This design comes from an exercise in tuning for small area on the open sky130 flow, not from production work.
Function was checked by simulation only, so behaviour that the tests miss may differ from the original.
Power and IR drop assume default switching activity.

==> try-fjord <==
## rram_ctrl_top
module rram_ctrl_top #(
    parameter int NUM_WL       = xbar_pkg::DEF_NUM_WL,
    parameter int NUM_SL       = xbar_pkg::DEF_NUM_SL,
    parameter int NUM_ADC      = xbar_pkg::DEF_NUM_ADC,
    parameter int DATA_W       = xbar_pkg::DEF_DATA_W,
    parameter int WRITE_PULSES = xbar_pkg::DEF_WRITE_PULSES
) (
    input  logic                                     CLK,
    input  logic                                     RESET_ACC,
    input  logic [rram_isa_pkg::INSTR_WORD_W-1:0]    instr_dout,    
    input  logic                                     instr_empty,
    output logic                                     instr_pop_n,
    input  logic [DATA_W-1:0]                        data_dout,     
    input  logic                                     data_empty,
    output logic                                     data_pop_n,
    input  logic                                     out_full,      
    output logic                                     out_push_n,
    output logic [DATA_W-1:0]                        out_din,
    output logic [NUM_WL-1:0]                        wl_sel,        
    output logic                                     wl_bias_sel,
    output logic [NUM_SL*3-1:0]                      bl_sel,
    output logic [NUM_SL*3-1:0]                      sl_sel,
    output logic [NUM_SL-1:0]                        sl_mux_sel,
    output logic [2:0]                               bl_bias_sel,
    output logic                                     sl_bias_sel,
    input  logic [NUM_ADC*xbar_pkg::ADC_THERM_W-1:0] adc_therm
);
clock: 10.0 ns
lec_check: 0
cap_margin: 20
core_area: 50 50 230 200
die_area: 0 0 280 250
place_density: 0.65
slew_margin: 20
standard.sh (not shown) runs the stock make flow with config.mk's settings and CLKGATE_MAP_FILE= SYNTH_SCRIPT=/design/flow/synth_recipe.tcl, a recipe that flattens the netlist after the stock synthesis.
==> flow/flow/run.sh <==
#!/bin/bash
# The standard layout (standard.sh) with three changes:
#  - after the standard synthesis, reopt.tcl re-maps its combinational logic
#    with an area-oriented ABC script (registers untouched), and the flow
#    goes on from that netlist
#  - each port is buffered by the smallest buffer, sky130_fd_sc_hd__buf_1,
#    instead of the one buffer_ports picks itself
#  - clock tree built from clkbuf_4 buffers, each driving a cluster of up to
#    10 registers, without dummy loads
set -euo pipefail
export BUFFER_PORTS_ARGS="-buffer_cell sky130_fd_sc_hd__buf_1"
export CTS_ARGS="-sink_clustering_enable -repair_clock_nets -dont_use_dummy_load -buf_list sky130_fd_sc_hd__clkbuf_4 -root_buf sky130_fd_sc_hd__clkbuf_4 -sink_clustering_size 10 -sink_clustering_max_diameter 50"
W=$PWD
R=$W/orfs/results/$FLOW_PLATFORM/rram_ctrl_top/base
YOSYS=$FLOW_HOME/../tools/install/yosys/bin/yosys
[[ -x $YOSYS ]] || YOSYS=yosys

bash standard.sh synth > standard_synth.log 2>&1
cp $R/1_2_yosys.v $W/standard_synth_netlist.v
RO_LIB=$FLOW_HOME/platforms/$FLOW_PLATFORM/lib/sky130_fd_sc_hd__tt_025C_1v80.lib \
RO_NET=$W/standard_synth_netlist.v RO_TOP=$FLOW_TOP RO_ABC=$W/flow/area.abc \
RO_STAT=$W/reopt_stat.txt RO_OUT=$R/1_2_yosys.v \
  $YOSYS -c $W/flow/reopt.tcl > reopt_yosys.log 2>&1
bash standard.sh > standard_flow.log 2>&1
==> flow/flow/reopt.tcl <==
# Re-map the combinational logic of the standard synthesis netlist with an
# area-oriented ABC script (area.abc). Registers (the *df* cells), full and
# half adders and tie cells are kept as instances, with their names.
yosys -import
set lib $::env(RO_LIB)
read_liberty -ignore_miss_func $lib
read_verilog $::env(RO_NET)
hierarchy -top $::env(RO_TOP)
setattr -mod -set keep_hierarchy 1 sky130_fd_sc_hd__*df* sky130_fd_sc_hd__fa_* sky130_fd_sc_hd__ha_* sky130_fd_sc_hd__conb_*
flatten
opt_clean -purge
# The platform's don't-use cells
set dont_use {}
foreach c {sky130_fd_sc_hd__probe_p_8 sky130_fd_sc_hd__probec_p_8 sky130_fd_sc_hd__lpflow_bleeder_1 sky130_fd_sc_hd__lpflow_clkbufkapwr_1 sky130_fd_sc_hd__lpflow_clkbufkapwr_16 sky130_fd_sc_hd__lpflow_clkbufkapwr_2 sky130_fd_sc_hd__lpflow_clkbufkapwr_4 sky130_fd_sc_hd__lpflow_clkbufkapwr_8 sky130_fd_sc_hd__lpflow_clkinvkapwr_1 sky130_fd_sc_hd__lpflow_clkinvkapwr_16 sky130_fd_sc_hd__lpflow_clkinvkapwr_2 sky130_fd_sc_hd__lpflow_clkinvkapwr_4 sky130_fd_sc_hd__lpflow_clkinvkapwr_8 sky130_fd_sc_hd__lpflow_decapkapwr_12 sky130_fd_sc_hd__lpflow_decapkapwr_3 sky130_fd_sc_hd__lpflow_decapkapwr_4 sky130_fd_sc_hd__lpflow_decapkapwr_6 sky130_fd_sc_hd__lpflow_decapkapwr_8 sky130_fd_sc_hd__lpflow_inputiso0n_1 sky130_fd_sc_hd__lpflow_inputiso0p_1 sky130_fd_sc_hd__lpflow_inputiso1n_1 sky130_fd_sc_hd__lpflow_inputiso1p_1 sky130_fd_sc_hd__lpflow_inputisolatch_1 sky130_fd_sc_hd__lpflow_isobufsrc_1 sky130_fd_sc_hd__lpflow_isobufsrc_16 sky130_fd_sc_hd__lpflow_isobufsrc_2 sky130_fd_sc_hd__lpflow_isobufsrc_4 sky130_fd_sc_hd__lpflow_isobufsrc_8 sky130_fd_sc_hd__lpflow_isobufsrckapwr_16 sky130_fd_sc_hd__lpflow_lsbuf_lh_hl_isowell_tap_1 sky130_fd_sc_hd__lpflow_lsbuf_lh_hl_isowell_tap_2 sky130_fd_sc_hd__lpflow_lsbuf_lh_hl_isowell_tap_4 sky130_fd_sc_hd__lpflow_lsbuf_lh_isowell_4 sky130_fd_sc_hd__lpflow_lsbuf_lh_isowell_tap_1 sky130_fd_sc_hd__lpflow_lsbuf_lh_isowell_tap_2 sky130_fd_sc_hd__lpflow_lsbuf_lh_isowell_tap_4 } { lappend dont_use -dont_use $c }
abc -liberty $lib {*}$dont_use -script $::env(RO_ABC)
opt_clean -purge
setundef -zero
hilomap -singleton -hicell sky130_fd_sc_hd__conb_1 HI -locell sky130_fd_sc_hd__conb_1 LO
insbuf -buf sky130_fd_sc_hd__buf_4 A X
splitnets
opt_clean -purge
blackbox sky130_fd_sc_hd__*
tee -o $::env(RO_STAT) stat -liberty $lib
write_verilog -noattr -nohex -nodec $::env(RO_OUT)
Other scripts of this flow, unchanged in this note and not shown: flow/flow/area.abc
==> try-juniper: changes against try-fjord <==
--- a/flow/design.v
+++ b/flow/design.v
@@ -230,14 +230,24 @@
         end
     end
     logic rowsel;
     assign rowsel      = prog || st_rdcell;
     assign wl_bias_sel = prog;
+    logic [7:0] row_hi, row_lo;
+    logic [1:0] seg_on;
+    always_comb begin
+        for (int j = 0; j < 8; j++) begin
+            row_hi[j] = rowsel && op[5:3] == 3'(j);
+            row_lo[j] = op[2:0] == 3'(j);
+        end
+        seg_on[0] = st_compute && !op[0];
+        seg_on[1] = st_compute && op[0];
+    end
     always_comb begin
         for (int k = 0; k < 64; k++) begin
-            wl_sel[k] = (rowsel && op[5:0] == 6'(k))
-                     || (st_compute && op[0] == k[5] && (dq[(k >> 1) & 15] ^ k[0]));
+            wl_sel[k] = (row_hi[k / 8] && row_lo[k % 8])
+                     || (seg_on[k / 32] && (dq[(k >> 1) & 15] ^ k[0]));
         end
     end
     logic [15:0] x;
     logic [3:0]  gsel;
     logic [15:0] rsel;
==> flow/flow/run.sh (replaced) <==
#!/bin/bash
set -euo pipefail
export BUFFER_PORTS_ARGS="-buffer_cell sky130_fd_sc_hd__buf_1"
export CTS_ARGS="-sink_clustering_enable -repair_clock_nets -dont_use_dummy_load -buf_list sky130_fd_sc_hd__clkbuf_8 -root_buf sky130_fd_sc_hd__clkbuf_8 -sink_clustering_size 16 -sink_clustering_max_diameter 70"
W=$PWD
export PRE_GLOBAL_PLACE_TCL="$W/flow/pre_gpl.tcl"
rm -rf "$W/scripts_area"
cp -r "$FLOW_HOME/scripts" "$W/scripts_area"
cp "$W/flow/area.abc" "$W/scripts_area/abc_area.script"
bash standard.sh SCRIPTS_DIR="$W/scripts_area" ABC_AREA=1 synth > standard_synth.log 2>&1
bash standard.sh > standard_flow.log 2>&1
==> flow/flow/pre_gpl.tcl (new file) <==
# Timing-driven global placement is off (GPL_TIMING_DRIVEN 0), which also
# skips its remove_buffers; remove synthesis buffers here instead.
remove_buffers
==> flow/config.mk (replaced) <==
export PLATFORM = sky130hd
export DESIGN_NAME = rram_ctrl_top
export DESIGN_NICKNAME = rram_ctrl_top
export VERILOG_FILES = /design/flow/design.v
export SDC_FILE = /design/flow/constraint.sdc
export NUM_CORES = 4
export LEC_CHECK = 0
export CAP_MARGIN = 20
export CORE_AREA = 50 50 210 180
export DIE_AREA = 0 0 260 230
export GPL_TIMING_DRIVEN = 0
export PLACE_DENSITY = 0.8
export SLEW_MARGIN = 20
removed: flow/flow/reopt.tcl
==> try-maple: changes against try-fjord <==
--- a/flow/design.v
+++ b/flow/design.v
@@ -230,14 +230,24 @@
         end
     end
     logic rowsel;
     assign rowsel      = prog || st_rdcell;
     assign wl_bias_sel = prog;
+    logic [7:0] row_hi, row_lo;
+    logic [1:0] seg_on;
+    always_comb begin
+        for (int j = 0; j < 8; j++) begin
+            row_hi[j] = rowsel && op[5:3] == 3'(j);
+            row_lo[j] = op[2:0] == 3'(j);
+        end
+        seg_on[0] = st_compute && !op[0];
+        seg_on[1] = st_compute && op[0];
+    end
     always_comb begin
         for (int k = 0; k < 64; k++) begin
-            wl_sel[k] = (rowsel && op[5:0] == 6'(k))
-                     || (st_compute && op[0] == k[5] && (dq[(k >> 1) & 15] ^ k[0]));
+            wl_sel[k] = (row_hi[k / 8] && row_lo[k % 8])
+                     || (seg_on[k / 32] && (dq[(k >> 1) & 15] ^ k[0]));
         end
     end
     logic [15:0] x;
     logic [3:0]  gsel;
     logic [15:0] rsel;
==> flow/flow/run.sh (replaced) <==
#!/bin/bash
# The standard layout (standard.sh) with three changes:
#  - synthesis is the standard one except that ABC maps the logic with an
#    area-oriented script (area.abc, used as the ORFS abc_area.script of a
#    copy of the ORFS scripts, with ABC_AREA=1); the registers come out the
#    same as in the standard synthesis
#  - each port is buffered by the smallest buffer, sky130_fd_sc_hd__buf_1,
#    instead of the one buffer_ports picks itself
#  - clock tree built from clkbuf_4 buffers, each driving a cluster of up to
#    10 registers, without dummy loads
set -euo pipefail
export BUFFER_PORTS_ARGS="-buffer_cell sky130_fd_sc_hd__buf_1"
export CTS_ARGS="-sink_clustering_enable -repair_clock_nets -dont_use_dummy_load -buf_list sky130_fd_sc_hd__clkbuf_4 -root_buf sky130_fd_sc_hd__clkbuf_4 -sink_clustering_size 10 -sink_clustering_max_diameter 50"
W=$PWD
rm -rf "$W/scripts_area"
cp -r "$FLOW_HOME/scripts" "$W/scripts_area"
cp "$W/flow/area.abc" "$W/scripts_area/abc_area.script"
bash standard.sh SCRIPTS_DIR="$W/scripts_area" ABC_AREA=1 synth > standard_synth.log 2>&1
bash standard.sh > standard_flow.log 2>&1
removed: flow/flow/reopt.tcl
==> notes.md <==
item                                                                     try-maple              try-juniper                try-fjord
Width of the die                                                            280 um                   260 um                   280 um
Detailed placement HPWL                                                   83.67 mm                 80.99 mm                 80.26 mm
Vias per cell                                                                6.009                    6.303                    5.879
Crit Reg-Reg Startpoint                                                   state[0]                 state[0]                 state[1]
Initial antenna violation count                                                 54                       48                       50
Met2 track utilization from global routing                                  36.48%                   42.69%                   35.02%
Met3 WL                                                                   19.08 mm                 19.70 mm                 17.40 mm
Pre-CTS worst setup slack                                                 1.833 ns                 1.812 ns                 1.761 ns
P_leak                                                                 0.005685 uW              0.005609 uW              0.005655 uW
Result of the run                                          complete, no violations  complete, no violations  complete, no violations
Met3 GRT Util                                                               19.17%                   23.35%                   18.77%
Count of TritonRoute iterations in the first routing pass                        8                        9                        9
Overall fraction of global-route tracks in use                              23.59%                   26.71%                   22.69%

what the ideal ports hide:
The results above use ideal ports. As a check the final layouts listed here were re-extracted and re-timed, cells and wires unchanged.
Step 1 assumes that a clkbuf_16 drives the clock port and a buf_2 every other input.
Step 2 times the ports against the registers' clock, not the clock port: input delays grow and output delays shrink by t, the midpoint of the rising clock arrivals with the driver on.
a / b / c = ideal ports / drivers / drivers and shift; a / b = the first two.
run	t (ns)	slack for setup (ns)	hold WS [ns]	cell pins on the clock port's net
try-fjord	0.679	2.473 / 2.470 / 1.791	0.439 / 0.439 / 0.439	1
try-juniper	0.536	2.333 / 2.317 / 1.781	0.427 / 0.427 / 0.427	1
try-maple	0.679	2.520 / 2.503 / 1.824	0.437 / 0.437 / 0.437	1
After both steps every run listed still meets setup and hold. The setup slack of try-maple, which loses most, moves by -0.017 ns with the drivers and by -0.696 ns with both steps.
